From an optimization exercise on the open Yosys and OpenROAD flow, aimed at small area; shortcuts taken in it are not production practice. Where RTL was checked, it was by simulation tests only, not by an equivalence proof against the original. No functional check of the RTL was part of run 1. Power figures rest on the tool's default switching activity, not on a simulated workload.

[config.mk]
export PLATFORM = sky130hd
export DESIGN_NAME = isp_demosaic
export DESIGN_NICKNAME = isp_demosaic
export VERILOG_FILES = /design/flow/design.v
export SDC_FILE = /design/flow/constraint.sdc
export NUM_CORES = 4
export LEC_CHECK = 0
export CAP_MARGIN = 20
export CORE_MARGIN = 2
export CORE_UTILIZATION = 40
export CTS_BUF_LIST = sky130_fd_sc_hd__clkbuf_16
export CTS_CLUSTER_DIAMETER = 100
export CTS_CLUSTER_SIZE = 30
export SLEW_MARGIN = 20
[constraint.sdc]
create_clock -name core_clock -period 8.0 [get_ports {pclk}]
set_input_delay 1.6000 -clock core_clock [delete_from_list [all_inputs] [get_ports {pclk}]]
set_output_delay 1.6000 -clock core_clock [all_outputs]
set_load 0.01 [all_outputs]
[design.v]
package demosaic_frame_pkg;
    localparam int FRAME_WIDTH      = 16;    
    localparam int FRAME_HEIGHT     = 10;    
    localparam int MIN_HBLANK       = 4;     
    localparam int MIN_VBLANK_LINES = 3;     
    typedef enum logic [1:0] {
        RGGB = 2'd0,
        GRBG = 2'd1,
        GBRG = 2'd2,
        BGGR = 2'd3
    } bayer_pattern_e;
    localparam bayer_pattern_e BAYER_PATTERN = RGGB;
    localparam int WINDOW_LATENCY = 1;   
    localparam int PIPE_LATENCY   = 5;   
    typedef logic [$clog2(FRAME_HEIGHT + 2)-1:0] row_cnt_t;   
    typedef logic [$clog2(FRAME_WIDTH + 2)-1:0]  col_cnt_t;   
    typedef logic [$clog2(FRAME_WIDTH)-1:0]      col_addr_t;  
endpackage
package demosaic_pixel_pkg;
    localparam int PIX_BITS = 8;
    typedef logic [PIX_BITS-1:0]    pix_t;
    typedef logic [PIX_BITS+1:0]    pix_sum_t;    
    typedef logic [4*PIX_BITS-1:0]  quad_pix_t;   
    typedef logic [25*PIX_BITS-1:0] window_t;     
    typedef enum logic [1:0] {
        SITE_R  = 2'd0,
        SITE_GR = 2'd1,    
        SITE_GB = 2'd2,    
        SITE_B  = 2'd3
    } site_e;
    function automatic logic [PIX_BITS-1:0] quad_pix(input quad_pix_t q, input integer k);
        quad_pix = q[k*PIX_BITS +: PIX_BITS];
    endfunction
    function automatic logic [PIX_BITS-1:0] avg2(input pix_t a, input pix_t b);
        pix_sum_t s;
        s = pix_sum_t'(a) + pix_sum_t'(b);
        avg2 = s[PIX_BITS:1];               
    endfunction
    function automatic logic [PIX_BITS-1:0] avg4(input quad_pix_t q);
        pix_sum_t s;
        s = pix_sum_t'(quad_pix(q, 0)) + pix_sum_t'(quad_pix(q, 1))
          + pix_sum_t'(quad_pix(q, 2)) + pix_sum_t'(quad_pix(q, 3));
        avg4 = s[PIX_BITS+1:2];             
    endfunction
endpackage
`timescale 1ns/1ps
module isp_demosaic (
    input  logic pclk,
    input  logic rst_n,
    input  logic in_vsync,
    input  logic in_href,
    input  demosaic_pixel_pkg::pix_t in_raw,
    output logic out_href,
    output logic out_vsync,
    output demosaic_pixel_pkg::pix_t out_r,
    output demosaic_pixel_pkg::pix_t out_g,
    output demosaic_pixel_pkg::pix_t out_b
);
localparam int D  = 5;     
localparam int SR = 48;    
localparam int GF = 8;     
function automatic logic [8:0] add8(input logic [7:0] a, input logic [7:0] b, input logic cin);
    logic c;
    c = cin;
    for (int i = 0; i < 8; i++) begin
        add8[i] = a[i] ^ b[i] ^ c;
        c = (a[i] & b[i]) | (a[i] & c) | (b[i] & c);
    end
    add8[8] = c;
endfunction
function automatic logic [9:0] add9(input logic [8:0] a, input logic [8:0] b, input logic cin);
    logic c;
    c = cin;
    for (int i = 0; i < 9; i++) begin
        add9[i] = a[i] ^ b[i] ^ c;
        c = (a[i] & b[i]) | (a[i] & c) | (b[i] & c);
    end
    add9[9] = c;
endfunction
function automatic logic [10:0] add10(input logic [9:0] a, input logic [9:0] b, input logic cin);
    logic c;
    c = cin;
    for (int i = 0; i < 10; i++) begin
        add10[i] = a[i] ^ b[i] ^ c;
        c = (a[i] & b[i]) | (a[i] & c) | (b[i] & c);
    end
    add10[10] = c;
endfunction
function automatic logic [17:0] gsel(input logic [7:0] l, input logic [7:0] r,
                                     input logic [7:0] u, input logic [7:0] d);
    logic [8:0] sh, sv, eh, ev;
    logic [7:0] dh, dv;
    logic       lt, gt;
    sh = add8(l, r, 1'b0);
    sv = add8(u, d, 1'b0);
    eh = add8(l, ~r, 1'b1);        
    ev = add8(u, ~d, 1'b1);
    dh = eh[8] ? eh[7:0] : -eh[7:0];
    dv = ev[8] ? ev[7:0] : -ev[7:0];
    lt = dh < dv;
    gt = dv < dh;
    gsel = {gt ? sv : sh, lt ? sh : sv};    
endfunction
function automatic logic [7:0] clamp_diff(input logic [7:0] g, input logic [7:0] c, input logic [7:0] m);
    logic [8:0] p;
    logic [10:0] d;
    p = add8(g, c, 1'b0);
    d = add10({1'b0, p}, {2'b11, ~m}, 1'b1);    
    clamp_diff = d[9] ? 8'h00 : d[8] ? 8'hff : d[7:0];
endfunction
logic [7:0] raw_d [1:D];
logic [D:1] hr_d;
logic [D:1] vs_d;
always_ff @(posedge pclk) begin
    raw_d[1] <= in_raw;
    for (int k = 2; k <= D; k++)
        raw_d[k] <= raw_d[k-1];
    hr_d <= {hr_d[D-1:1], in_href};
end
always_ff @(posedge pclk or negedge rst_n) begin
    if (!rst_n) begin
        vs_d      <= '0;
        out_vsync <= 1'b0;
    end else begin
        vs_d      <= {vs_d[D-1:1], in_vsync};
        out_vsync <= vs_d[D];
    end
end
logic       vsi, hri;
logic [7:0] rawi;
assign vsi  = vs_d[D];
assign hri  = hr_d[D];
assign rawi = raw_d[D];
logic       active;
logic [3:0] row_cnt;     
logic [4:0] col_cnt;     
logic       flush_row, line_end, slot, shift;
assign flush_row = row_cnt[3] & row_cnt[1];           
assign line_end  = col_cnt[4] & col_cnt[0];           
assign slot      = active & (hri | col_cnt[4] | flush_row);
assign shift     = slot & ~col_cnt[4];
logic       mcol;        
always_ff @(posedge pclk or negedge rst_n) begin
    if (!rst_n) begin
        active  <= 1'b0;
        row_cnt <= '0;
        col_cnt <= '0;
        mcol    <= 1'b0;
    end else if (vsi) begin
        active  <= 1'b1;
        row_cnt <= '0;
        col_cnt <= '0;
        mcol    <= 1'b0;
    end else if (slot) begin
        mcol <= mcol ^ ~line_end;
        if (line_end) begin
            col_cnt <= '0;
            if (row_cnt == 4'd11) begin
                row_cnt <= '0;
                active  <= 1'b0;
            end else
                row_cnt <= row_cnt + 1'b1;
        end else
            col_cnt <= col_cnt + 1'b1;
    end
end
logic [7:0] sr [1:SR];
logic [7:0] tap [0:SR];
always_ff @(posedge pclk) begin
    if (shift) begin
        sr[1] <= rawi;
        for (int k = 2; k <= SR; k++)
            sr[k] <= sr[k-1];
    end
end
always_comb begin
    tap[0] = rawi;
    for (int k = 1; k <= SR; k++)
        tap[k] = sr[k];
end
logic [7:0] up1;
always_ff @(posedge pclk)
    up1 <= tap[48];
logic [7:0] g_in [4];
logic [7:0] g_new, g_top;
logic [7:0] gf [1:GF];    
logic       gf_shift;
logic [8:0] v0, v1, v2, v3;   
logic [8:0] k0, k1, k2, k3;   
logic [17:0] xy;
logic [9:0]  t4, cs_s;
logic [10:0] cs_c, tot;
always_comb begin
    if (mcol) begin       
        g_in[0] = tap[34]; g_in[1] = tap[32]; g_in[2] = up1;     g_in[3] = tap[17];
    end else begin        
        g_in[0] = tap[18]; g_in[1] = tap[16]; g_in[2] = tap[33]; g_in[3] = tap[1];
    end
    xy    = gsel(g_in[0], g_in[1], g_in[2], g_in[3]);
    g_top = gf[GF];
    t4 = mcol ? 10'd0 : {g_top, 2'b00};
    for (int i = 0; i < 10; i++) begin
        logic xi, yi;
        xi = (i < 9) ? xy[9 + i] : 1'b0;
        yi = (i < 9) ? xy[i] : 1'b0;
        cs_s[i]     = xi ^ yi ^ t4[i];
        cs_c[i + 1] = (xi & yi) | (xi & t4[i]) | (yi & t4[i]);
    end
    cs_c[0] = 1'b0;
    tot   = {1'b0, cs_s} + cs_c;
    v0    = tot[10:2];
    g_new = tot[9:2];
end
assign gf_shift = shift & mcol & (|col_cnt);
always_ff @(posedge pclk) begin
    if (gf_shift) begin
        gf[1] <= g_new;
        for (int k = 2; k <= GF; k++)
            gf[k] <= gf[k-1];
    end
end
assign k0 = mcol ? {1'b0, tap[33]} : add8(up1, tap[17], 1'b0);
always_ff @(posedge pclk) begin
    v1 <= v0;
    v2 <= v1;
    v3 <= v2;
    k1 <= k0;
    k2 <= k1;
    k3 <= k2;
end
logic       valid, border;
logic [1:0] site;         
logic       valid1, border1;
logic [1:0] site1;
logic [7:0] rawc1;
assign valid  = slot & (row_cnt >= 4'd2) & (col_cnt >= 5'd2);
assign border = (row_cnt < 4'd4) | flush_row | (col_cnt < 5'd4) | col_cnt[4];
assign site   = {row_cnt[0], col_cnt[0]};
always_ff @(posedge pclk or negedge rst_n) begin
    if (!rst_n)
        valid1 <= 1'b0;
    else
        valid1 <= valid;
end
always_ff @(posedge pclk) begin
    border1 <= border;
    site1   <= site;
    rawc1   <= line_end ? tap[33] : tap[34];    
end
logic       cgreen;
logic [7:0] g_c, c1_avg, c2_avg, m1, m2;
logic [9:0] w;
logic [7:0] ch1, ch2;
assign cgreen = site1[0] ^ site1[1];
always_comb begin
    logic [9:0] a;
    a = add9(k1, k3, 1'b0);           
    w = add9(v1, v3, 1'b0);           
    if (cgreen) begin                 
        g_c    = rawc1;
        c1_avg = a[8:1];
        m1     = w[8:1];
    end else begin                    
        g_c    = v2[7:0];
        c1_avg = a[9:2];
        m1     = w[9:2];
    end
    c2_avg = k2[8:1];                 
    m2     = v2[8:1];
    ch1    = clamp_diff(g_c, c1_avg, m1);
    ch2    = clamp_diff(rawc1, c2_avg, m2);
end
assign out_href = valid1;
always_comb begin
    if (!valid1) begin
        out_r = '0;
        out_g = '0;
        out_b = '0;
    end else if (border1) begin
        out_r = rawc1;
        out_g = rawc1;
        out_b = rawc1;
    end else begin
        case (site1)
            2'd0: begin out_r = rawc1; out_g = g_c;   out_b = ch1;   end
            2'd1: begin out_r = ch1;   out_g = rawc1; out_b = ch2;   end
            2'd2: begin out_r = ch2;   out_g = rawc1; out_b = ch1;   end
            default: begin out_r = ch1; out_g = g_c;  out_b = rawc1; end
        endcase
    end
end
endmodule
[run.sh]
#!/bin/bash
# synth_recipe.tcl (not shown) runs the flow's synth.tcl, then flattens the netlist and writes it again
# the make line also repeats each setting of config.mk as NAME=value (left out here)
make -C /OpenROAD-flow-scripts/flow DESIGN_CONFIG=/design/flow/config.mk WORK_HOME=/design/flow/orfs CLKGATE_MAP_FILE= SYNTH_SCRIPT=/design/flow/synth_recipe.tcl finish
==> results of run 1 <==
## layout by cell type (no fill, tap or decap), drive strengths merged, types with 8 or more instances in the layout
| master | count |
|---|---|
| o211a | 8 |
| mux2 | 27 |
| buf | 35 |
| a221oi | 8 |
| clkbuf | 25 |
| nand2b | 11 |
| xnor2 | 13 |
| ha | 39 |
| nand2 | 34 |
| mux2i | 60 |
| nor2b | 13 |
| fa | 87 |
| edfxtp | 448 |
| dfxtp | 118 |
| a22oi | 9 |
| xor2 | 8 |
| nor2 | 34 |
| clkdlybuf4s50 | 21 |
| dfrtp | 18 |
| o21ai | 26 |
| inv | 121 |
| a21oi | 32 |
## routing by layer
metal  vias up  share of wire (%)
met1      4697                 49
met3        50                3.1
li1       4309                  -
met2       117                 45
met5         -                  0
met4         0                2.3
## sequential cells by signal (all words and copies together) (netlist names), 2 cells and up
| signal | count |
|---|---|
| sr | 384 |
| gf | 64 |
| raw_d | 40 |
| k1 | 9 |
| k2 | 9 |
| k3 | 9 |
| v1 | 9 |
| v2 | 9 |
| v3 | 9 |
| rawc1 | 8 |
| up1 | 8 |
| col_cnt | 5 |
| hr_d | 5 |
| vs_d | 5 |
| row_cnt | 4 |
| site1 | 2 |
## cells in the mapped netlist, types with 3 or more instances
library cell	n
xor2_1	8
buf_2	3
o31ai_1	3
nand2b_1	11
fa_1	87
xnor2_1	13
mux2_2	27
edfxtp_1	448
ha_1	39
dfrtp_1	18
a22oi_1	9
inv_1	104
nor2b_1	13
a221oi_1	8
a21oi_1	32
and2_1	5
a21o_1	7
o21ai_0	24
dfxtp_1	118
nor2_1	34
mux2i_1	60
o211a_1	8
nand4_1	4
clkbuf_1	18
or3_1	5
nor3_1	5
nand2_1	34
## critical path, stage by stage, from the launching register on
cell and delay [ns]:
dfxtp_2 0.34, inv_2 0.04, fa_2 0.38, fa_2 0.35
fa_2 0.34, fa_2 0.42, mux2_4 0.29, fa_2 0.37
fa_2 0.41, fa_2 0.41, fa_2 0.40, fa_1 0.50
fa_2 0.41, fa_2 0.38, ha_4 0.38, a21oi_4 0.08
a22oi_2 0.18, nand2_1 0.08, o211a_1 0.17, buf_2 0.14
## kinds of logic (layout without fill, tap and decap cells)
group	after synthesis	in the layout	synth area share (%)
other	0	1	0
and+or+nand+nor	121	121	2.74
buffers and inverters	127	206	2.25
xor gates and xnor gates	21	21	0.862
adders and majority gates	126	126	10.4
DFF	584	584	76.2
AOI/OAI and AO/OA	105	105	3.26
muxes	87	87	4.24
## worst max-delay path by stage
stage	startpoint	to	slack [ns]
floorplan	row_cnt[3]$_DFFE_PN0P_	gf[1][0]$_DFFE_PP_	-0.22
global placement	k1[1]$_DFF_P_	out_b[0]	-0.55
detailed placement	k1[1]$_DFF_P_	out_b[2]	-0.61
CTS	k1[0]$_DFF_P_	out_b[6]	-0.38
global route	k1[1]$_DFF_P_	out_b[2]	-0.45
finish	k1[1]$_DFF_P_	out_b[0]	-0.27
## final cells by class
class,count,area share [%]
multi-input cells,460,20.5
clock inverters,20,0.620
well taps,688,3.64
inverters,104,1.65
clock buffers,25,2.65
flip-flops and latches,584,68.9
repair buffers,57,2.08
diodes,1,0.0106
## through the flow
step | TNS [ns] | std cells | instance area, um2 | total power (W)
after floorplan | -13.79 | 1171 | 21400 | 0.00618
after detailed placement | -9.00 | 1887 | 22600 | 0.00721
after CTS | -4.67 | 1936 | 23500 | 0.00915
final | -2.75 | 1939 | 23600 | 0.00918
after global placement | -7.81 | 1887 | 22600 | 0.00719
after global routing | -5.63 | 1938 | 23600 | 0.00979
## power by group through the flow
stage | clock, W | combinational [W] | sequential [W]
3_5_place_dp | 0 | 0.00341 | 0.00380
3_3_place_gp | 0 | 0.00340 | 0.00379
6_report | 0.00148 | 0.00397 | 0.00373
5_1_grt | 0.00166 | 0.00438 | 0.00375
4_1_cts | 0.00156 | 0.00386 | 0.00373
2_1_floorplan | 0 | 0.00242 | 0.00376
## what timing repair did
item | CTS | global route
resized for setup | 109 | 25
pin swaps | 31 | 29
setup buffers | 4 | 2
setup endpoints to repair | 18 | 20
gates cloned | 0 | 0
==> flow_summary_export.csv, run 1 <==
group,metric,value,unit
pwr,power.leakage,8.60,nW
cells_and_area,fill_cells,4542,
pwr,power.share.clock,16.2,%
pwr,seq_power_share,40.6,%
global_routing,grt_usage,12.0,%
timing,maxSlewHeadroom,25.1,%
synthesis,synth.cell_area,21300,um2
synthesis,synth.ff_latch_count,584,
cells_and_area,regArea,16300,um2
pwr,p_switching,0.00316,W
synthesis,synth_area_leaders,"edfxtp_1 (63%), dfxtp_1 (11%), fa_1 (8.2%)",
die,die_h,235,um
global_routing,use_met3,1.94,%
synthesis,synth_warnings,6,
die,initial_core_util,40.5,%
timing,finalHoldViolations,0,
clocking,tritoncts,"yes",
place,pre_cts_slack,-0.609,ns
global_routing,met1_usage,17.8,%
critical_path,reg2reg_to,"gf[1][7]$_DFFE_PP_",
pwr,p_sw_share,34.4,%
global_routing,gr-total-overflow,0,
routing,routed_wl,33200,um
cells_and_area,syn_to_final_growth,10.7,%
synthesis,synth-edff-count,448,
global_routing,grt_pass1_wl,52400,um
critical_path,path_max_fanout,8,
run_status,so_faults,"setup timing",
synthesis,ys_async_sr_fraction,3.08,%
synthesis,syn_nets,1309,
timing,post-route-min-period,8.27,ns
die,die_x,235,um
timing,timing.fmax,0.121,GHz
global_routing,top_usage_layer,"met2",
worst_hold_path,worstHoldStart,"sr[48][4]$_DFFE_PP_",
timing,setup_violations,16,
critical_path,reg2regPathDepth,29,
clocking,clk_path_buf_depth,3,
global_routing,grt_max_degree,210,
pwr,p_per_area,388,nW/um2
timing,clock_skew,0.0413,ns
routing,dr_total_vias,9173,
worst_hold_path,hp-class,"reg -> reg",
critical_path,reg2reg_from,"mcol$_DFFE_PN0P_",
critical_path,worstPathArrival,6.67,ns
pwr,peakVddDrop,419,uV
synthesis,yosysTopAreaCellShare,63.0,%
timing,fin_ws,-0.271,ns
clocking,cts_max_level,1,
synthesis,syn_inst,1171,
die,rows,84,
critical_path,cp-end-kind,"output port",
timing,whs,0.326,ns
pwr,pwr-share-comb,43.2,%
routing,ant_nets,0,
clocking,path_clk_slew,0.11,ns
place,place_congestion,0.865,
clocking,cts_made_buffers,25,
synthesis,ys_types,47,
routing,drcViolationCount,0,
clocking,root_buffer,"clkbuf_16",
timing,period_share,103,%
routing,dr.pass1.iters,5,
place,portBuffers,37,
critical_path,worstPathRequired,6.40,ns
worst_hold_path,worstHoldEndpoint,"up1[4]$_DFF_P_",
die,dieArea,55200,um2
critical_path,worstSetupPathType,"reg -> out",
timing,slew_violations,0,
clocking,clock-sinks,584,
run_status,status,"complete, but fails checks",
global_routing,antenna_found_initial,0,
timing,worstMarginPinSlew,1.12,ns
critical_path,cp-start-kind,"flip-flop",
routing,first_iter_violations,694,
global_routing,met2_usage,18.6,%
timing,rsz0062_at_grt,"yes",
cells_and_area,multi_input_area,4840,um2
routing,post_drt_via_cell_ratio,4.73,
place,dp_hpwl,22100,um
run,timing.max_cap.violations,0,
clocking,cts-hold-fix-buffers,0,
synthesis,synth_top_area_cell,"edfxtp_1",
worst_hold_path,hold_depth,0,
cells_and_area,finalNetCount,1370,
cells_and_area,drive_gt1_share,13.2,%
global_routing,first_global_vias,9406,
routing,wl_per_cell,17.1,um
pwr,power.internal,0.00602,W
die,ios,38,
die,core_area,52700,um2
critical_path,rrSetupSlack,0.29,ns
synthesis,ys_seq_area_share,76.2,%
synthesis,syn_avg_cell_area,18.2,um2
cells_and_area,final_core_util,44.9,%
synthesis,synthFlopType,"edfxtp_1",
clocking,clock_latency,0.59,ns
==> run 2: changes to the inputs <==
--- a/design.v
+++ b/design.v
@@ -103,8 +103,6 @@
 endfunction
-function automatic logic [7:0] clamp_diff(input logic [7:0] g, input logic [7:0] c, input logic [7:0] m);
-    logic [8:0] p;
+function automatic logic [7:0] clamp_sub(input logic [8:0] p, input logic [7:0] m);
     logic [10:0] d;
-    p = add8(g, c, 1'b0);
     d = add10({1'b0, p}, {2'b11, ~m}, 1'b1);    
-    clamp_diff = d[9] ? 8'h00 : d[8] ? 8'hff : d[7:0];
+    clamp_sub = d[9] ? 8'h00 : d[8] ? 8'hff : d[7:0];
 endfunction
@@ -188,3 +186,3 @@
 logic [8:0] v0, v1, v2, v3;   
-logic [8:0] k0, k1, k2, k3;   
+logic [8:0] k0, k1, k2;       
 logic [17:0] xy;
@@ -222,2 +220,12 @@
 assign k0 = mcol ? {1'b0, tap[33]} : add8(up1, tap[17], 1'b0);
+logic [9:0] a0;
+logic [7:0] rawc0, gc0;
+logic [8:0] p0, q0, p1, q1;
+always_comb begin
+    rawc0 = line_end ? tap[33] : tap[34];    
+    a0    = add9(k0, k2, 1'b0);              
+    gc0   = mcol ? rawc0 : v1[7:0];          
+    p0    = add8(gc0, mcol ? a0[8:1] : a0[9:2], 1'b0);
+    q0    = add8(rawc0, k1[8:1], 1'b0);
+end
 always_ff @(posedge pclk) begin
@@ -228,3 +236,4 @@
     k2 <= k1;
-    k3 <= k2;
+    p1 <= p0;
+    q1 <= q0;
 end
@@ -247,6 +256,6 @@
     site1   <= site;
-    rawc1   <= line_end ? tap[33] : tap[34];    
+    rawc1   <= rawc0;
 end
 logic       cgreen;
-logic [7:0] g_c, c1_avg, c2_avg, m1, m2;
+logic [7:0] g_c;
 logic [9:0] w;
@@ -255,18 +264,6 @@
 always_comb begin
-    logic [9:0] a;
-    a = add9(k1, k3, 1'b0);           
-    w = add9(v1, v3, 1'b0);           
-    if (cgreen) begin                 
-        g_c    = rawc1;
-        c1_avg = a[8:1];
-        m1     = w[8:1];
-    end else begin                    
-        g_c    = v2[7:0];
-        c1_avg = a[9:2];
-        m1     = w[9:2];
-    end
-    c2_avg = k2[8:1];                 
-    m2     = v2[8:1];
-    ch1    = clamp_diff(g_c, c1_avg, m1);
-    ch2    = clamp_diff(rawc1, c2_avg, m2);
+    w   = add9(v1, v3, 1'b0);                 
+    g_c = cgreen ? rawc1 : v2[7:0];
+    ch1 = clamp_sub(p1, cgreen ? w[8:1] : w[9:2]);
+    ch2 = clamp_sub(q1, v2[8:1]);
 end
==> run 2 against run 1 <==
  * The run now finishes clean
  * Flip-flop and latch count increased by 9
  * Clock skew decreased by 0.017 ns
  * Critical path depth up 1
  * Fmax is 6.6% higher
  * Clock power is 5% lower
  * Cell count up 1.7%
==> flow_summary_export.csv, run 2 <==
group,metric,value,unit
clocking,cts-hold-fix-buffers,0,
cells_and_area,drive_gt1_share,8.01,%
critical_path,worstSetupPathType,"reg -> out",
global_routing,grt_max_degree,202,
timing,period_share,97.0,%
critical_path,cp-end-kind,"output port",
timing,setup_violations,0,
cells_and_area,largest_reg_flops,384,
die,rows,85,
worst_hold_path,worstHoldEndpoint,"hr_d[3]$_DFF_P_",
timing,maxSlewHeadroom,21.4,%
timing,finalHoldViolations,0,
critical_path,cpMaxStageDelayCell,"fa_2",
critical_path,reg2reg_from,"mcol$_DFFE_PN0P_",
routing,dr_total_vias,9253,
pwr,power.leakage,8.76,nW
critical_path,path_buf_inv,3,
routing,wl_per_cell,16.4,um
pwr,p_switching,0.00294,W
timing,slew_violations,0,
critical_path,rrSetupSlack,0.39,ns
clocking,root_buffer,"clkbuf_16",
worst_hold_path,worstHoldStart,"hr_d[2]$_DFF_P_",
run,timing.max_cap.violations,0,
synthesis,syn_avg_cell_area,17.9,um2
die,die_x,237,um
cells_and_area,regMostFlops,"sr",
cells_and_area,regArea,16500,um2
timing,post-route-min-period,7.76,ns
routing,routed_wl,32300,um
pwr,p_sw_share,33.8,%
cells_and_area,syn_to_final_growth,9.40,%
pwr,seq_power_share,44.4,%
die,initial_core_util,40.4,%
pwr,power.share.clock,16.1,%
pwr,power.internal,0.00575,W
critical_path,reg2regPathDepth,28,
cells_and_area,fill_cells,4638,
synthesis,synth_commonest_cells,"edfxtp_1 (448), dfxtp_1 (127), inv_1 (105), fa_1 (87)",
critical_path,worstPathRequired,6.40,ns
cells_and_area,multi_input_area,4890,um2
worst_hold_path,hp-class,"reg -> reg",
place,portBuffers,37,
timing,rsz0062_at_grt,"no",
timing,worstMarginPinSlew,1.18,ns
timing,fin_ws,0.242,ns
timing,whs,0.327,ns
synthesis,synth_most_common_cell,"edfxtp_1",
cells_and_area,finalNetCount,1394,
synthesis,ys_async_sr_fraction,3.04,%
place,dp_hpwl,21500,um
place,place_congestion,0.866,
global_routing,grt_pass1_wl,51000,um
place,pre_cts_slack,0.195,ns
routing,post_drt_via_cell_ratio,4.69,
critical_path,critPathTopFamily,"adder cells",
routing,dr.pass1.iters,4,
critical_path,reg2reg_to,"gf[1][7]$_DFFE_PP_",
clocking,cts_max_level,1,
cells_and_area,final_core_util,44.2,%
synthesis,syn_inst,1210,
synthesis,syn_nets,1348,
pwr,total_power,0.00869,W
synthesis,synth_area_leaders,"edfxtp_1 (62%), dfxtp_1 (12%), fa_1 (8.0%)",
clocking,clk_path_buf_depth,3,
routing,ant_nets,0,
pwr,pwr-share-comb,39.5,%
clocking,cts_made_buffers,23,
pwr,peakVddDrop,304,uV
synthesis,yosysTopAreaCellShare,62.0,%
worst_hold_path,hold_depth,0,
global_routing,antenna_found_initial,1,
global_routing,grt_usage,11.5,%
clocking,clock-sinks,593,
synthesis,synth_top_area_cell,"edfxtp_1",
cells_and_area,final_common_cell,"edfxtp_1",
cells_and_area,final_cell_mix,"edfxtp_1 (448), dfxtp_1 (126), inv_1 (121)",
run_status,status,"timing/DRC/antenna clean",
global_routing,gr-total-overflow,0,
synthesis,synth.cell_area,21700,um2
clocking,clock_latency,0.58,ns
critical_path,worstPathArrival,6.16,ns
timing,clock_skew,0.0241,ns
synthesis,ys_types,53,
critical_path,cp-start-kind,"flip-flop",
critical_path,cp_slowest_stage_delay,0.44,ns
timing,timing.fmax,0.129,GHz
synthesis,ys_seq_area_share,75.8,%
timing,fin_setup_tns,0,ns
clocking,tritoncts,"yes",
synthesis,synth-edff-count,448,
critical_path,crit_chain,"and2_1, fa_1, inv_1, fa_1, fa_2, mux2_2, fa_2, fa_2, fa_1, fa_1, fa_2, fa_2, fa_2, inv_2, ha_4, a21oi_2, a22oi_1, nand2_1, o211a_1, dlygate4sd2_1",
die,dieArea,56100,um2
critical_path,path_max_fanout,8,
die,core_area,53700,um2
routing,drcViolationCount,0,
critical_path,path_common_cell,"fa_2",
pwr,p_per_area,366,nW/um2
die,ios,38,
cells_and_area,largest_registers,"sr (384), gf (64), raw_d (40)",
global_routing,first_global_vias,9203,
die,die_h,237,um
synthesis,synth.ff_latch_count,593,
synthesis,synthFlopType,"edfxtp_1",
synthesis,synth_warnings,6,
clocking,path_clk_slew,0.12,ns
routing,first_iter_violations,917,
-- run 2: cell types whose count changed in the layout (fill, tap and decap cells not counted), moves of 11 or more --
| cell | delta |
|---|---|
| buf_2 | -13 |
| a21oi_2 | -11 |
| fa_2 | -18 |
| dlygate4sd2_1 | +13 |
| dfxtp_1 | +11 |
| nand2_1 | +25 |
| fa_1 | +18 |
-- run 2: worst max path at each step --
stage,from,endpoint,cells past startpoint
finish,v1[0]$_DFF_P_,out_b[0],20
global route,v1[0]$_DFF_P_,out_b[2],20
CTS,v1[0]$_DFF_P_,out_r[0],20
detailed placement,v1[0]$_DFF_P_,out_r[0],20
global placement,v1[0]$_DFF_P_,out_r[5],20
floorplan,col_cnt[4]$_DFFE_PN0P_,gf[1][0]$_DFFE_PP_,5
-- run 2: per-layer routing --
metal / part of all wire, % / wire (um) / GRT usage [%] / up-vias
met3: 3.2 / 1040 / 1.84 / 43
met5: 0 / 0 / 0 / -
met2: 43 / 14000 / 17.1 / 125
met1: 51 / 16500 / 17.6 / 4698
met4: 2.4 / 780 / 3.22 / 0
li1: - / - / - / 4387
-- run 2: what timing repair did --
| item | CTS | global route |
|---|---|---|
| gates resized for setup | 29 | 27 |
| setup endpoints to repair | 16 | 19 |
| buffers inserted | 0 | 1 |
| cloned | 0 | 0 |
| pin swaps | 1 | 5 |
-- run 2: logic make-up after synthesis --
group,count (synthesis),synth area share (%)
xor+xnor,21,0.848
compound gates,122,3.81
buf+inv,131,2.28
mux,77,3.67
flops,593,75.8
simple gates,140,3.29
fa+ha+maj,126,10.3
-- run 2: through the flow --
stage	area, um2	instances
floorplan	21700	1210
global placement	22900	1926
detailed placement	22900	1926
CTS	23600	1968
global route	23700	1969
finish	23700	1972
-- run 2: final cells by class --
class                      instances  area share (%)
sequential                       593            69.3
multi-input combinational        486            20.6
tap                              696            3.67
timing repair buffer              47            1.88
clock buffer                      23            2.43
clock inverter                    19           0.390
antenna                            3          0.0316
inverter                         105            1.66
-- run 2: power by group through the flow --
stage          Sequential [W]  Clock [W]  Combinational, W
3_3_place_gp          0.00392          0           0.00302
5_1_grt               0.00389    0.00157           0.00386
4_1_cts               0.00386    0.00147           0.00325
3_5_place_dp          0.00393          0           0.00308
2_1_floorplan         0.00388          0           0.00237
6_report              0.00386    0.00140           0.00343
==> run 3: changes to the inputs <==
--- a/design.v
+++ b/design.v
@@ -222,3 +222,3 @@
 logic [7:0] rawc0, gc0;
-logic [8:0] p0, q0, p1, q1;
+logic [8:0] p0, p1;
 always_comb begin
@@ -228,3 +228,2 @@
     p0    = add8(gc0, mcol ? a0[8:1] : a0[9:2], 1'b0);
-    q0    = add8(rawc0, k1[8:1], 1'b0);
 end
@@ -237,3 +236,2 @@
     p1 <= p0;
-    q1 <= q0;
 end
@@ -267,3 +265,3 @@
     ch1 = clamp_sub(p1, cgreen ? w[8:1] : w[9:2]);
-    ch2 = clamp_sub(q1, v2[8:1]);
+    ch2 = clamp_sub(add8(rawc1, k2[8:1], 1'b0), v2[8:1]);    
 end
--- a/config.mk
+++ b/config.mk
@@ -7,3 +7,3 @@
 export LEC_CHECK = 0
-export CAP_MARGIN = 20
+export CAP_MARGIN = 5
 export CORE_MARGIN = 2
@@ -13,2 +13,3 @@
 export CTS_CLUSTER_SIZE = 30
-export SLEW_MARGIN = 20
+export SLEW_MARGIN = 5
+export TNS_END_PERCENT = 0
==> run 3 against run 2 <==
  * Still clean
  * Worst hold slack better by 0.0050 ns
  * First-iteration DRC count fell by 12%
  * Count of clock-buffer cells in the layout stayed put
  * Setup slack better by 0.037 ns
  * Core utilization fell by 0.13 points
  * Cell count grew 0.61%
  * Global-route usage grew 0.27 points
  * Combinational power about the same
  * Largest power group unchanged
==> flow_summary_export.csv, run 3 <==
group,metric,value,unit
run_status,status,"timing/DRC/antenna clean",
synthesis,synth_warnings,6,
timing,fin_setup_tns,0,ns
timing,maxSlewHeadroom,30.2,%
pwr,seq_power_share,43.8,%
cells_and_area,regMostFlops,"sr",
pwr,p_per_area,366,nW/um2
timing,fin_ws,0.279,ns
timing,worstMarginPinSlew,1.05,ns
run,timing.max_cap.violations,0,
place,dpl_cell_area,22800,um2
place,place_congestion,0.812,
cells_and_area,final_cell_mix,"edfxtp_1 (448), inv_1 (141), dfxtp_1 (117)",
clocking,clock_latency,0.57,ns
place,dp_hpwl,21600,um
timing,setup_violations,0,
die,core_area,53500,um2
cells_and_area,syn_to_final_growth,9.45,%
routing,first_iter_violations,804,
worst_hold_path,worstHoldEndpoint,"hr_d[5]$_DFF_P_",
routing,wl_per_cell,16.5,um
clocking,path_clk_slew,0.11,ns
critical_path,cp-start-kind,"flip-flop",
global_routing,grt_max_degree,188,
clocking,cts_made_buffers,23,
synthesis,syn_nets,1359,
critical_path,cp-end-kind,"output port",
clocking,cts-hold-fix-buffers,0,
worst_hold_path,worstHoldStart,"hr_d[4]$_DFF_P_",
synthesis,synth_most_common_cell,"edfxtp_1",
synthesis,syn_avg_cell_area,17.6,um2
critical_path,worstPathArrival,6.12,ns
worst_hold_path,hold_depth,0,
synthesis,synth.ff_latch_count,584,
global_routing,grt_pass1_wl,52300,um
timing,slew_violations,0,
place,pre_cts_slack,0.133,ns
global_routing,gr-total-overflow,0,
critical_path,worstSetupPathType,"reg -> out",
timing,post-route-min-period,7.72,ns
critical_path,crit_path_start,"v1[0]$_DFF_P_",
routing,dr_total_vias,9348,
cells_and_area,multi_input_area,4820,um2
pwr,p_switching,0.00289,W
cells_and_area,n_antenna_cell,0,
clocking,root_buffer,"clkbuf_16",
die,rows,85,
place,portBuffers,37,
routing,drcViolationCount,0,
timing,rsz0062_at_grt,"yes",
die,die_x,236,um
synthesis,ys_async_sr_fraction,3.08,%
pwr,power.share.clock,16.1,%
pwr,power.internal,0.00573,W
synthesis,ys_seq_area_share,75.5,%
die,initial_core_util,40.3,%
global_routing,first_global_vias,9532,
synthesis,synth_commonest_cells,"edfxtp_1 (448), inv_1 (126), dfxtp_1 (118), fa_1 (87), mux2i_1 (58)",
cells_and_area,finalNetCount,1409,
critical_path,path_max_fanout,8,
pwr,peakVddDrop,333,uV
worst_hold_path,hp-class,"reg -> reg",
die,dieArea,55700,um2
pwr,pwr-share-comb,40.0,%
routing,ant_nets,0,
cells_and_area,final_common_cell,"edfxtp_1",
clocking,clk_path_buf_depth,3,
synthesis,ys_types,49,
synthesis,syn_inst,1221,
routing,routed_wl,32800,um
pwr,p_sw_share,33.5,%
critical_path,reg2reg_from,"mcol$_DFFE_PN0P_",
timing,clock_skew,0.0194,ns
synthesis,synthFlopType,"edfxtp_1",
pwr,power.leakage,8.73,nW
synthesis,synth_top_area_cell,"edfxtp_1",
cells_and_area,largest_reg_flops,384,
synthesis,yosysTopAreaCellShare,62.5,%
global_routing,grt_usage,11.8,%
clocking,tritoncts,"yes",
die,die_h,236,um
critical_path,worstPathRequired,6.40,ns
cells_and_area,largest_registers,"sr (384), gf (64), raw_d (40)",
synthesis,synth-edff-count,448,
cells_and_area,drive_gt1_share,7.84,%
synthesis,synth_area_leaders,"edfxtp_1 (62%), dfxtp_1 (11%), fa_1 (8.1%)",
cells_and_area,fill_cells,4686,
timing,period_share,96.5,%
timing,whs,0.332,ns
global_routing,antenna_found_initial,1,
cells_and_area,regArea,16300,um2
critical_path,reg2reg_to,"gf[1][6]$_DFFE_PP_",
cells_and_area,stdcell_area,23600,um2
clocking,clock-sinks,584,
critical_path,reg2regPathDepth,27,
routing,dr.pass1.iters,5,
timing,finalHoldViolations,0,
synthesis,synth.cell_area,21500,um2
timing,timing.fmax,0.130,GHz
critical_path,rrSetupSlack,0.43,ns
clocking,cts_max_level,1,
die,ios,38,
routing,post_drt_via_cell_ratio,4.71,
## run 3: cell count changes in the layout (fill, tap and decap cells not counted), moves of 4 or more
cell / delta
inv_1: +20
dfxtp_1: -9
nand2b_1: +6
nand2_1: -4
## run 3: logic make-up after synthesis
logic type / count (synthesis) / synth area share (%)
multiplexers: 76 / 3.65
flip-flops: 584 / 75.5
XOR/XNOR: 19 / 0.773
AND/OR/NAND/NOR: 138 / 3.04
AO/OA/AOI/OAI: 126 / 3.95
buffers and inverters: 152 / 2.68
adder cells (fa/ha/maj): 126 / 10.4
## run 3: worst max-delay path by stage
stage	end	slack, ns	depth (start not counted)
2_1_floorplan	gf[1][0]$_DFFE_PP_	-0.22	5
3_3_place_gp	out_r[0]	0.21	20
3_5_place_dp	out_r[1]	0.13	20
4_1_cts	out_r[5]	0.03	20
5_1_grt	out_r[6]	-0.02	20
6_report	out_r[5]	0.28	20
## run 3: layer usage
layer	GRT usage, %	part of all wire (%)	up-vias
met5	0	0.040	-
met4	2.59	2.0	2
met3	1.86	3.0	42
met2	18.4	45	108
met1	17.5	50	4781
li1	-	-	4415
## run 3: area by class of cell
class / instances / share of cell area, %
multi-input combinational: 485 / 20.4
tap: 696 / 3.69
clock inverter: 19 / 0.388
sequential: 584 / 69.0
clock buffer: 23 / 2.44
inverter: 126 / 2.01
timing repair buffer: 51 / 2.00
## run 3: stage by stage
| step | util [%] | std cells | power, W |
|---|---|---|---|
| after global routing | 44.1 | 1984 | 0.00931 |
| final | 44.1 | 1984 | 0.00862 |
| after global placement | 42.6 | 1941 | 0.00692 |
| after floorplan | - | 1221 | 0.00619 |
| after detailed placement | 42.6 | 1941 | 0.00703 |
| after CTS | 44.0 | 1983 | 0.00859 |
## run 3: repair_timing
item / CTS / global route
pin swaps: 0 / 4
endpoints found under the hold margin: 0 / 0
buffers inserted: 0 / 1
endpoints found under the setup margin: 16 / 23
gates resized for setup: 33 / 26
gates cloned: 0 / 0
## run 3: worst max-delay path, cell delays in order (launching register included)
cell           delay, ns
dfxtp_2             0.36
and2_1              0.14
fa_1                0.16
inv_1               0.05
fa_1                0.38
fa_2                0.36
fa_2                0.35
fa_1                0.40
fa_2                0.35
fa_2                0.35
fa_1                0.45
mux2_2              0.29
fa_1                0.41
fa_2                0.35
inv_2               0.08
ha_4                0.25
a21oi_2             0.17
a22oi_1             0.11
o21ai_1             0.15
and2_1              0.13
dlygate4sd2_1       0.26
## run 3: power by group through the flow
stage / clock (W) / combinational, W / sequential (W)
after floorplan: 0 / 0.00239 / 0.00380
after global placement: 0 / 0.00309 / 0.00384
after detailed placement: 0 / 0.00318 / 0.00385
after CTS: 0.00146 / 0.00334 / 0.00378
after global routing: 0.00156 / 0.00394 / 0.00381
final: 0.00139 / 0.00345 / 0.00378
==> run 4: changes to the inputs <==
--- a/config.mk
+++ b/config.mk
@@ -7,3 +7,3 @@
 export LEC_CHECK = 0
-export CAP_MARGIN = 5
+export CAP_MARGIN = 20
 export CORE_MARGIN = 2
@@ -13,3 +13,4 @@
 export CTS_CLUSTER_SIZE = 30
-export SLEW_MARGIN = 5
-export TNS_END_PERCENT = 0
+export GPL_ROUTABILITY_DRIVEN = 0
+export GPL_TIMING_DRIVEN = 0
+export SLEW_MARGIN = 20
==> run 4 against run 3 <==
  * Still clean on timing, DRC and antenna
  * Cell count is 2.2% higher
  * Worst hold slack got worse by 0.0032 ns
  * Critical path depth rose by 13
  * Combinational power grew 11%
  * Fmax shrank 1.0%
  * Area after synthesis is the same
  * Register-to-register slack got worse by 0.23 ns
  * First-iteration DRC count fell by 24%
  * Sequential share of layout area shrank 1.8 points
  * Total power is 4.2% higher
  * Final area grew 2.7%
  * Setup slack got worse by 0.078 ns
  * Critical path type is now reg -> reg
  * Critical endpoint is now gf[1][7]$_DFFE_PP_
  * Highest routed layer is now met4
==> flow_summary_export.csv, run 4 <==
group,metric,value,unit
routing,drcViolationCount,0,
critical_path,path_common_cell,"fa_1",
synthesis,synth.cell_area,21500,um2
timing,slew_violations,0,
routing,dr.pass1.iters,4,
die,initial_core_util,40.3,%
clocking,clk_path_buf_depth,3,
cells_and_area,fill_cells,4638,
synthesis,synth-xor-area-share,0.773,%
timing,maxSlewHeadroom,28.9,%
timing,fin_setup_tns,0,ns
die,ios,38,
synthesis,synth-edff-count,448,
cells_and_area,syn_to_final_growth,12.4,%
critical_path,rrSetupSlack,0.20,ns
synthesis,synth.ff_latch_count,584,
worst_hold_path,worstHoldStart,"raw_d[2][4]$_DFF_P_",
cells_and_area,regMostFlops,"sr",
timing,setup_violations,0,
die,die_h,236,um
die,rows,85,
clocking,tritoncts,"yes",
timing,post-route-min-period,7.80,ns
synthesis,ys_async_sr_fraction,3.08,%
pwr,power.leakage,9.01,nW
routing,first_iter_violations,614,
critical_path,worstPathArrival,8.14,ns
critical_path,reg2reg_to,"gf[1][7]$_DFFE_PP_",
timing,timing.fmax,0.128,GHz
worst_hold_path,worstHoldEndpoint,"raw_d[3][4]$_DFF_P_",
run_status,status,"timing/DRC/antenna clean",
worst_hold_path,hp-class,"reg -> reg",
synthesis,synth_simple_gate_area_share,3.04,%
synthesis,ys_seq_area_share,75.5,%
pwr,total_power,0.00898,W
synthesis,ys_types,49,
die,dieArea,55700,um2
routing,routed_wl,33600,um
worst_hold_path,hold_depth,0,
routing,post_drt_via_cell_ratio,4.70,
global_routing,first_global_vias,9767,
synthesis,synth_commonest_cells,"edfxtp_1 (448), inv_1 (126), dfxtp_1 (118), fa_1 (87), mux2i_1 (58)",
clocking,path_clk_slew,0.11,ns
routing,dr_total_vias,9531,
synthesis,syn_nets,1359,
cells_and_area,final_common_cell,"edfxtp_1",
global_routing,gr-total-overflow,0,
critical_path,reg2reg_from,"mcol$_DFFE_PN0P_",
synthesis,synth_area_leaders,"edfxtp_1 (62%), dfxtp_1 (11%), fa_1 (8.1%)",
synthesis,synth_fa_ha_area_share,10.4,%
place,dp_hpwl,23500,um
pwr,p_per_area,371,nW/um2
critical_path,reg2regPathDepth,33,
synthesis,yosysTopAreaCellShare,62.5,%
synthesis,synth_compound_area_share,3.95,%
critical_path,cp-start-kind,"flip-flop",
critical_path,worstSetupPathType,"reg -> reg",
synthesis,synth_mux_area_share,3.65,%
critical_path,path_max_fanout,10,
synthesis,synth_warnings,6,
cells_and_area,largest_reg_flops,384,
timing,finalHoldViolations,0,
synthesis,syn_inst,1221,
place,portBuffers,37,
pwr,peakVddDrop,353,uV
die,die_x,236,um
cells_and_area,drive_gt1_share,10.6,%
cells_and_area,final_cell_mix,"edfxtp_1 (448), inv_1 (141), dfxtp_1 (117)",
timing,worstMarginPinSlew,1.07,ns
global_routing,grt_usage,12.1,%
synthesis,synth_top_family_by_area,"adder cells",
critical_path,cpMaxStageDelayCell,"dfrtp_2",
die,core_area,53500,um2
cells_and_area,finalNetCount,1452,
global_routing,antenna_found_initial,6,
clocking,clock-sinks,584,
cells_and_area,multi_input_area,4900,um2
synthesis,syn_avg_cell_area,17.6,um2
cells_and_area,largest_registers,"sr (384), gf (64), raw_d (40)",
clocking,cts_max_level,1,
global_routing,grt_pass1_wl,53400,um
routing,wl_per_cell,16.6,um
timing,clock_skew,0.0187,ns
clocking,cts_made_buffers,23,
timing,rsz0062_at_grt,"yes",
critical_path,cp-end-kind,"flip-flop",
critical_path,cp_slowest_stage_delay,0.48,ns
timing,period_share,97.5,%
run,timing.max_cap.violations,0,
synthesis,synthFlopType,"edfxtp_1",
routing,ant_nets,0,
synthesis,synth_most_common_cell,"edfxtp_1",
synthesis,synth_top_area_cell,"edfxtp_1",
clocking,root_buffer,"clkbuf_16",
cells_and_area,regArea,16300,um2
global_routing,grt_max_degree,41,
critical_path,worstPathRequired,8.34,ns
clocking,clock_latency,0.58,ns
[run 4: changes by cell type in the layout (fill, tap and decap cells not counted), sizes merged]
cell / change
buf: +28
dlygate4sd2: +1
diode: +1
clkbuf: +13
clkdlybuf4s15: +1
[run 4: metrics by stage]
step,area (um2),std cells,utilization (%),worst slack [ns],hold slack (ns)
after detailed placement,23200,1971,43.4,-1.36,0.312
after CTS,24100,2022,45.0,0.0413,0.335
final,24200,2028,45.3,0.201,0.329
after global placement,22800,1954,42.6,-2.52,0.310
after floorplan,21600,1221,-,-0.222,0.310
after global routing,24200,2027,45.3,-0.0661,0.341
[run 4: final cells by class]
cell class	count	area share [%]
flip-flops and latches	584	67.2
multi-input cells	485	20.2
well taps	696	3.60
repair buffers	71	3.57
clock buffers	23	2.38
inverters	126	1.95
plain buffers	23	0.651
clock inverters	19	0.413
diodes	1	0.0103
[run 4: logic make-up (layout without fill, tap and decap cells)]
group / after synthesis / in the layout
flip-flops: 584 / 584
other: 0 / 1
multiplexers: 76 / 76
AO/OA/AOI/OAI: 126 / 126
AND/OR/NAND/NOR: 138 / 138
XOR/XNOR: 19 / 19
adder cells (fa/ha/maj): 126 / 126
buffers and inverters: 152 / 262
[run 4: power by group]
part | switching, W | leakage, nW | total, W | internal (W)
Clock | 0.000846 | 0.390 | 0.00139 | 0.000542
Sequential | 0.000119 | 5.49 | 0.00377 | 0.00365
Combinational | 0.00214 | 3.13 | 0.00382 | 0.00168
[run 4: worst max-delay path, delay by kind of cell (launching register included)]
family / cells / cell delay, ns
AND/OR/NAND/NOR: 2 / 0.17
buffers and inverters: 6 / 0.76
multiplexers: 2 / 0.63
adder cells (fa/ha/maj): 11 / 3.74
flip-flops: 1 / 0.48
AO/OA/AOI/OAI: 10 / 1.47
XOR/XNOR: 2 / 0.30
[run 4: routing by layer]
metal / vias to the layer above / GRT usage [%] / share of wire, %
met4: 0 / 2.57 / 1.8
met5: - / 0 / 0
met3: 40 / 1.79 / 3.6
met2: 136 / 19.0 / 45
met1: 4852 / 18.1 / 50
li1: 4503 / - / -
[run 4: how the worst max path moves through the flow]
| stage | from | endpoint | slack [ns] |
|---|---|---|---|
| 2_1_floorplan | col_cnt[4]$_DFFE_PN0P_ | gf[1][0]$_DFFE_PP_ | -0.22 |
| 3_3_place_gp | row_cnt[3]$_DFFE_PN0P_ | gf[8][2]$_DFFE_PP_ | -2.52 |
| 3_5_place_dp | mcol$_DFFE_PN0P_ | gf[1][6]$_DFFE_PP_ | -1.36 |
| 4_1_cts | mcol$_DFFE_PN0P_ | gf[1][6]$_DFFE_PP_ | 0.04 |
| 5_1_grt | v1[0]$_DFF_P_ | out_r[7] | -0.07 |
| 6_report | mcol$_DFFE_PN0P_ | gf[1][7]$_DFFE_PP_ | 0.20 |
[run 4: timing repair]
item / 4_1_cts / 5_1_grt
endpoints found under the setup margin: 33 / 25
cloned: 0 / 0
buffers inserted: 11 / 6
hold buffers: 0 / 0
pin swaps: 6 / 10
gates resized for setup: 64 / 33
==> run 5: changes to the inputs <==
--- a/config.mk
+++ b/config.mk
@@ -13,4 +13,2 @@
 export CTS_CLUSTER_SIZE = 30
-export GPL_ROUTABILITY_DRIVEN = 0
-export GPL_TIMING_DRIVEN = 0
 export SLEW_MARGIN = 20
==> run 5 against run 4 <==
  * Count of clock-buffer cells in the layout unchanged
  * First-iteration DRC count rose by 29%
  * Highest routed layer is now met5
  * Combinational power shrank 9.9%
  * Critical endpoint is now out_r[5]
  * Register-to-register slack better by 0.24 ns
  * Core utilization down 1.2 points
==> flow_summary_export.csv, run 5 <==
group,metric,value,unit
cells_and_area,finalNetCount,1409,
clocking,clk_path_buf_depth,3,
clocking,clock_latency,0.57,ns
cells_and_area,regMostFlops,"sr",
pwr,peakVddDrop,333,uV
clocking,root_buffer,"clkbuf_16",
global_routing,first_global_vias,9532,
synthesis,synth_top_area_cell,"edfxtp_1",
cells_and_area,largest_reg_flops,384,
cells_and_area,final_core_util,44.1,%
routing,routed_wl,32700,um
global_routing,grt_max_degree,188,
timing,period_share,96.0,%
critical_path,path_max_fanout,8,
routing,dr_total_vias,9336,
critical_path,cp-end-kind,"output port",
critical_path,cpMaxStageDelayCell,"fa_2",
synthesis,synth_warnings,6,
timing,worstMarginPinSlew,1.08,ns
timing,slew_violations,0,
critical_path,worstPathRequired,6.40,ns
worst_hold_path,hp-class,"reg -> reg",
critical_path,rrSetupSlack,0.44,ns
clocking,path_clk_slew,0.11,ns
critical_path,worstPathArrival,6.08,ns
global_routing,antenna_found_initial,1,
place,place_congestion,0.812,
place,dp.cells,1941,
routing,ant_nets,0,
critical_path,worstSetupPathType,"reg -> out",
timing,setup_violations,0,
clocking,tritoncts,"yes",
place,dp_hpwl,21600,um
synthesis,syn_avg_cell_area,17.6,um2
routing,post_drt_via_cell_ratio,4.71,
synthesis,ys_async_sr_fraction,3.08,%
cells_and_area,final_common_cell,"edfxtp_1",
clocking,cts_made_buffers,23,
critical_path,cp_slowest_stage_delay,0.44,ns
synthesis,synthFlopType,"edfxtp_1",
cells_and_area,largest_registers,"sr (384), gf (64), raw_d (40)",
routing,first_iter_violations,794,
synthesis,synth.ff_latch_count,584,
global_routing,grt_pass1_wl,52300,um
timing,maxSlewHeadroom,27.7,%
clocking,clock-sinks,584,
place,dpl_cell_area,22800,um2
cells_and_area,syn_to_final_growth,9.44,%
cells_and_area,finalNonFillerCells,1984,
pwr,power.leakage,8.73,nW
timing,post-route-min-period,7.68,ns
pwr,p_per_area,365,nW/um2
routing,dr.pass1.iters,5,
global_routing,grt_usage,11.8,%
die,rows,85,
critical_path,crit_chain,"and2_1, fa_1, inv_1, fa_1, fa_2, mux2_2, fa_2, fa_2, fa_2, fa_2, fa_2, fa_1, fa_2, inv_2, ha_4, a21oi_2, a22oi_1, o21ai_1, and2_1, dlygate4sd2_1",
synthesis,synth-edff-count,448,
cells_and_area,regArea,16300,um2
critical_path,path_common_cell,"fa_2",
synthesis,yosysTopAreaCellShare,62.5,%
cells_and_area,fill_cells,4684,
cells_and_area,drive_gt1_share,7.84,%
run,timing.max_cap.violations,0,
critical_path,cp-start-kind,"flip-flop",
synthesis,ys_types,49,
die,die_x,236,um
synthesis,synth_most_common_cell,"edfxtp_1",
timing,clock_skew,0.0182,ns
synthesis,syn_nets,1359,
synthesis,synth_commonest_cells,"edfxtp_1 (448), inv_1 (126), dfxtp_1 (118), fa_1 (87), mux2i_1 (58)",
synthesis,syn_inst,1221,
cells_and_area,n_antenna_cell,0,
die,dieArea,55700,um2
synthesis,synth_area_leaders,"edfxtp_1 (62%), dfxtp_1 (11%), fa_1 (8.1%)",
routing,wl_per_cell,16.5,um
run_status,status,"timing/DRC/antenna clean",
timing,whs,0.333,ns
clocking,cts_max_level,1,
die,initial_core_util,40.3,%
routing,drcViolationCount,0,
place,portBuffers,37,
pwr,total_power,0.00860,W
synthesis,synth.cell_area,21500,um2
global_routing,gr-total-overflow,0,
clocking,cts-hold-fix-buffers,0,
die,die_h,236,um
die,ios,38,
cells_and_area,final_cell_mix,"edfxtp_1 (448), inv_1 (141), dfxtp_1 (117)",
die,core_area,53500,um2
timing,timing.fmax,0.130,GHz
cells_and_area,stdcell_area,23600,um2
cells_and_area,multi_input_area,4810,um2
timing,finalHoldViolations,0,
synthesis,ys_seq_area_share,75.5,%
## run 5: cell counts after synthesis
Identical to the previous run, type by type.
## run 5: metrics by stage
step,setup TNS [ns],setup WS [ns]
2_1_floorplan,-14.22,-0.222
4_1_cts,0,0.0318
6_report,0,0.317
5_1_grt,-0.00310,-0.00310
3_3_place_gp,0,0.208
3_5_place_dp,0,0.133
## run 5: metal layers
layer | wire [um] | vias up | track usage (%) | part of all wire [%]
li1 | - | 4417 | - | -
met1 | 16300 | 4762 | 17.5 | 50
met2 | 14600 | 111 | 18.4 | 45
met3 | 1010 | 44 | 1.86 | 3.1
met4 | 755 | 2 | 2.59 | 2.3
met5 | 13 | - | 0 | 0.040
## run 5: critical path: cells and delay by family, from the launching register on
family	cells	cell delay, ns
AO/OA/AOI/OAI	3	0.42
adder cells (fa/ha/maj)	11	3.76
buffers and inverters	3	0.41
flip-flops	1	0.35
multiplexers	1	0.29
AND/OR/NAND/NOR	2	0.29
## run 5: cell type report
class	count	area share, %
Multi-Input combinational cell	485	20.4
Sequential cell	584	69.0
Clock inverter	19	0.388
Clock buffer	23	2.44
Inverter	126	2.01
Timing Repair Buffer	51	2.00
Tap cell	696	3.70
## run 5: kinds of logic (layout without fill, tap and decap cells)
family	Yosys count	count (layout)	share of synthesized area [%]
AND/OR/NAND/NOR	138	138	3.04
AO/OA/AOI/OAI	126	126	3.95
flip-flops	584	584	75.5
XOR/XNOR	19	19	0.773
buffers and inverters	152	219	2.68
multiplexers	76	76	3.65
adder cells (fa/ha/maj)	126	126	10.4
## run 5: report_power, final
part | leakage (nW) | switching (W) | internal [W] | total [W]
Sequential | 5.49 | 0.000125 | 0.00365 | 0.00378
Combinational | 2.86 | 0.00190 | 0.00154 | 0.00344
Clock | 0.385 | 0.000850 | 0.000539 | 0.00139
Total | 8.73 | 0.00288 | 0.00573 | 0.00860
## run 5: repair_timing
item                                    CTS  global route
buffers inserted                          0             1
endpoints found under the setup margin   16            23
gates resized for setup                  33            25
pin swaps                                 0             3
## run 5: path summary, 6_finish.rpt
| path | to | start | cells after the start |
|---|---|---|---|
| setup reg to reg | gf[1][6]$_DFFE_PP_ | mcol$_DFFE_PN0P_ | 27 |
| hold reg to reg | raw_d[3][1]$_DFF_P_ | raw_d[2][1]$_DFF_P_ | 0 |
| hold / removal | raw_d[3][1]$_DFF_P_ | raw_d[2][1]$_DFF_P_ | 0 |
| max in group asynchronous | mcol$_DFFE_PN0P_ | rst_n | 1 |
| min in group asynchronous | col_cnt[4]$_DFFE_PN0P_ | rst_n | 1 |
| setup / recovery | out_r[5] | v1[0]$_DFF_P_ | 20 |
==> run 6: changes to the inputs <==
--- a/design.v
+++ b/design.v
@@ -220,10 +220,7 @@
 assign k0 = mcol ? {1'b0, tap[33]} : add8(up1, tap[17], 1'b0);
-logic [9:0] a0;
-logic [7:0] rawc0, gc0;
-logic [8:0] p0, p1;
+logic [9:0] a0, a1;
+logic [7:0] rawc0;
 always_comb begin
     rawc0 = line_end ? tap[33] : tap[34];    
-    a0    = add9(k0, k2, 1'b0);              
-    gc0   = mcol ? rawc0 : v1[7:0];          
-    p0    = add8(gc0, mcol ? a0[8:1] : a0[9:2], 1'b0);
+    a0    = add9(k0, k2, 1'b0);
 end
@@ -235,3 +232,3 @@
     k2 <= k1;
-    p1 <= p0;
+    a1 <= a0;
 end
@@ -264,3 +261,3 @@
     g_c = cgreen ? rawc1 : v2[7:0];
-    ch1 = clamp_sub(p1, cgreen ? w[8:1] : w[9:2]);
+    ch1 = clamp_sub(add8(g_c, cgreen ? a1[8:1] : a1[9:2], 1'b0), cgreen ? w[8:1] : w[9:2]);
     ch2 = clamp_sub(add8(rawc1, k2[8:1], 1'b0), v2[8:1]);    
==> run 6 against run 5 <==
  * Critical path type unchanged
  * Cell count shrank 1.8%
  * Routed wire length grew 1.6%
  * Highest routed layer is now met4
  * Count of clock-buffer cells in the layout did not move
  * Synthesized cell count down 3.1%
  * Critical endpoint is now out_b[1]
  * Core utilization is 0.48 points higher
==> flow_summary_export.csv, run 6 <==
group,metric,value,unit
routing,routed_wl,33200,um
timing,slew_violations,0,
run_status,status,"timing/DRC/antenna clean",
clocking,cts-hold-fix-buffers,0,
cells_and_area,regMostFlops,"sr",
synthesis,synth_commonest_cells,"edfxtp_1 (448), inv_1 (119), dfxtp_1 (118), fa_1 (87), mux2i_1 (63)",
pwr,p_per_area,377,nW/um2
die,ios,38,
run,timing.max_cap.violations,0,
cells_and_area,drive_gt1_share,8.66,%
critical_path,crit_path_end,"out_b[1]",
routing,dr_total_vias,9133,
synthesis,syn_avg_cell_area,18.1,um2
critical_path,reg2regPathDepth,29,
clocking,cts_made_buffers,23,
routing,ant_nets,0,
critical_path,worstSetupPathType,"reg -> out",
timing,rsz0062_at_grt,"no",
critical_path,cp-start-kind,"flip-flop",
cells_and_area,syn_to_final_growth,9.81,%
die,initial_core_util,40.6,%
timing,maxSlewHeadroom,28.3,%
cells_and_area,largest_registers,"sr (384), gf (64), raw_d (40)",
pwr,peakVddDrop,372,uV
synthesis,syn_inst,1183,
clocking,clk_path_buf_depth,3,
global_routing,gr-total-overflow,0,
synthesis,synth.cell_area,21400,um2
critical_path,worstPathRequired,6.40,ns
synthesis,ys_types,49,
critical_path,path_max_fanout,6,
timing,whs,0.336,ns
synthesis,synthFlopType,"edfxtp_1",
timing,fin_setup_tns,0,ns
synthesis,synth.ff_latch_count,584,
timing,setup_violations,0,
synthesis,synth_most_common_cell,"edfxtp_1",
die,rows,84,
critical_path,rrSetupSlack,0.43,ns
clocking,cts_max_level,1,
cells_and_area,final_core_util,44.5,%
routing,dr.pass1.iters,4,
clocking,root_buffer,"clkbuf_16",
global_routing,antenna_found_initial,0,
routing,first_iter_violations,810,
global_routing,first_global_vias,9236,
cells_and_area,regArea,16300,um2
pwr,total_power,0.00886,W
clocking,tritoncts,"yes",
critical_path,worstPathArrival,6.16,ns
synthesis,synth_warnings,6,
place,dpl_cell_area,22700,um2
worst_hold_path,hp-class,"reg -> reg",
cells_and_area,stdcell_area,23500,um2
place,portBuffers,37,
cells_and_area,final_cell_mix,"edfxtp_1 (448), inv_1 (134), dfxtp_1 (115)",
timing,post-route-min-period,7.76,ns
global_routing,grt_max_degree,201,
synthesis,synth-edff-count,448,
synthesis,ys_seq_area_share,76.0,%
die,dieArea,55400,um2
critical_path,reg2reg_from,"mcol$_DFFE_PN0P_",
pwr,power.leakage,8.73,nW
die,die_x,235,um
cells_and_area,finalNetCount,1380,
clocking,clock_latency,0.57,ns
critical_path,crit_path_start,"site1[1]$_DFF_P_",
routing,drcViolationCount,0,
timing,worstMarginPinSlew,1.08,ns
timing,finalHoldViolations,0,
synthesis,ys_async_sr_fraction,3.08,%
synthesis,yosysTopAreaCellShare,62.9,%
place,place_congestion,0.802,
die,die_h,235,um
routing,post_drt_via_cell_ratio,4.69,
synthesis,synth_area_leaders,"edfxtp_1 (63%), dfxtp_1 (11%), fa_1 (8.1%)",
timing,clock_skew,0.0294,ns
routing,wl_per_cell,17.0,um
clocking,clock-sinks,584,
clocking,path_clk_slew,0.10,ns
cells_and_area,fill_cells,4603,
global_routing,grt_pass1_wl,52300,um
place,dp_hpwl,22200,um
die,core_area,52800,um2
global_routing,grt_usage,12.0,%
cells_and_area,multi_input_area,4700,um2
timing,timing.fmax,0.129,GHz
synthesis,syn_nets,1321,
critical_path,cp-end-kind,"output port",
critical_path,reg2reg_to,"gf[1][5]$_DFFE_PP_",
cells_and_area,largest_reg_flops,384,
cells_and_area,final_common_cell,"edfxtp_1",
timing,period_share,96.9,%
synthesis,synth_top_area_cell,"edfxtp_1",
run 6: cell count changes after synthesis, sizes merged, moves of 3 or more:
cell	before	now
nor2b	11	15
nand2	53	36
clkbuf	19	15
a22oi	18	9
a21boi	8	0
a21oi	26	38
and2	11	4
mux2	18	22
mux2i	58	63
o21ai	38	28
inv	126	119
o21a	7	2
o311ai	3	0
a221oi	1	8
run 6: stage by stage:
stage          cells  setup WS (ns)
2_1_floorplan   1183         -0.215
3_3_place_gp    1900          0.127
3_5_place_dp    1900         0.0608
4_1_cts         1943        -0.0853
5_1_grt         1947        0.00743
6_report        1948          0.244
run 6: repair_timing:
item / CTS / global route
pin swaps: 1 / 4
gates resized for setup: 34 / 16
setup buffers: 1 / 4
setup endpoints to repair: 16 / 16
run 6: routing by layer:
metal  track usage [%]  share of wire [%]  vias to the layer above
li1                  -                  -                     4328
met4              2.74                1.7                        0
met2              19.0                 45                      108
met5                 0                  0                        -
met3              1.67                3.5                       33
met1              17.6                 49                     4664
run 6: cells by family (layout without fill, tap and decap cells):
kind of cell	count (synthesis)	after routing	share of synthesized area (%)
AND/OR/NAND/NOR	114	114	2.58
XOR/XNOR	21	21	0.860
other	0	1	0
AO/OA/AOI/OAI	112	112	3.49
flip-flops	584	584	76.0
adder cells (fa/ha/maj)	126	126	10.4
multiplexers	85	85	4.11
buffers and inverters	141	217	2.53
run 6: worst max-delay path: stages (launching register included):
cell and delay (ns):
dfxtp_2 0.35, inv_1 0.07, ha_4 0.30, mux2_2 0.35, ha_1 0.20, fa_1 0.50, inv_1 0.06, fa_2 0.38
fa_2 0.34, fa_2 0.35, fa_2 0.34, fa_2 0.35, fa_2 0.36, fa_2 0.41, ha_4 0.31, buf_12 0.12
a21oi_2 0.06, a22oi_1 0.18, nand2_1 0.08, o211a_1 0.18, dlygate4sd2_1 0.29
run 6: area by class of cell:
type,count,share of cell area (%)
Sequential cell,584,69.3
Clock buffer,23,2.45
Timing Repair Buffer,56,2.34
Tap cell,688,3.66
Inverter,119,1.90
Multi-Input combinational cell,458,20.0
Antenna cell,1,0.0107
Clock inverter,19,0.367
run 6: report_power, final:
group	leakage (nW)	total (W)	switching, W	internal (W)
sequential	5.48	0.00376	0.000109	0.00365
combinational	2.87	0.00372	0.00201	0.00170
clock	0.384	0.00138	0.000845	0.000538
total	8.73	0.00886	0.00297	0.00589
run 6: how the worst min path moves through the flow:
stage	from	to	slack [ns]	cells past startpoint
after floorplan	hr_d[1]$_DFF_P_	hr_d[2]$_DFF_P_	0.31	0
after global placement	k1[6]$_DFF_P_	k2[6]$_DFF_P_	0.31	0
after detailed placement	k1[7]$_DFF_P_	k2[7]$_DFF_P_	0.31	0
after CTS	raw_d[1][6]$_DFF_P_	raw_d[2][6]$_DFF_P_	0.34	0
after global routing	raw_d[4][0]$_DFF_P_	raw_d[5][0]$_DFF_P_	0.34	0
final	raw_d[2][6]$_DFF_P_	raw_d[3][6]$_DFF_P_	0.34	0

[port drivers added, routing unchanged]
No port has a modelled driver above. Below, the same layouts with a new extraction and two added sets of constraints.
Step 1: set_driving_cell puts a clkbuf_16 on pclk and a buf_2 on each other input, an assumption about the parent block.
Step 2 times the ports against the registers' clock, not the clock port: input delays grow and output delays shrink by t, the midpoint of the rising clock arrivals with the driver on.
a / b / c = ideal / step 1 / step 2; a / b = the first two.
| run | t (ns) | setup WS [ns] | worst setup path after step 2 | pins driven straight from the clock port |
|---|---|---|---|---|
| run 1 | 0.620 | -0.271 / -0.325 / 0.289 | register to register | 1 |
| run 2 | 0.626 | 0.242 / 0.189 / 0.389 | register to register | 1 |
| run 3 | 0.616 | 0.279 / 0.227 / 0.425 | register to register | 1 |
| run 4 | 0.621 | 0.201 / 0.155 / 0.201 | register to register | 1 |
| run 5 | 0.615 | 0.317 / 0.265 / 0.444 | register to register | 1 |
| run 6 | 0.613 | 0.244 / 0.191 / 0.428 | register to register | 1 |
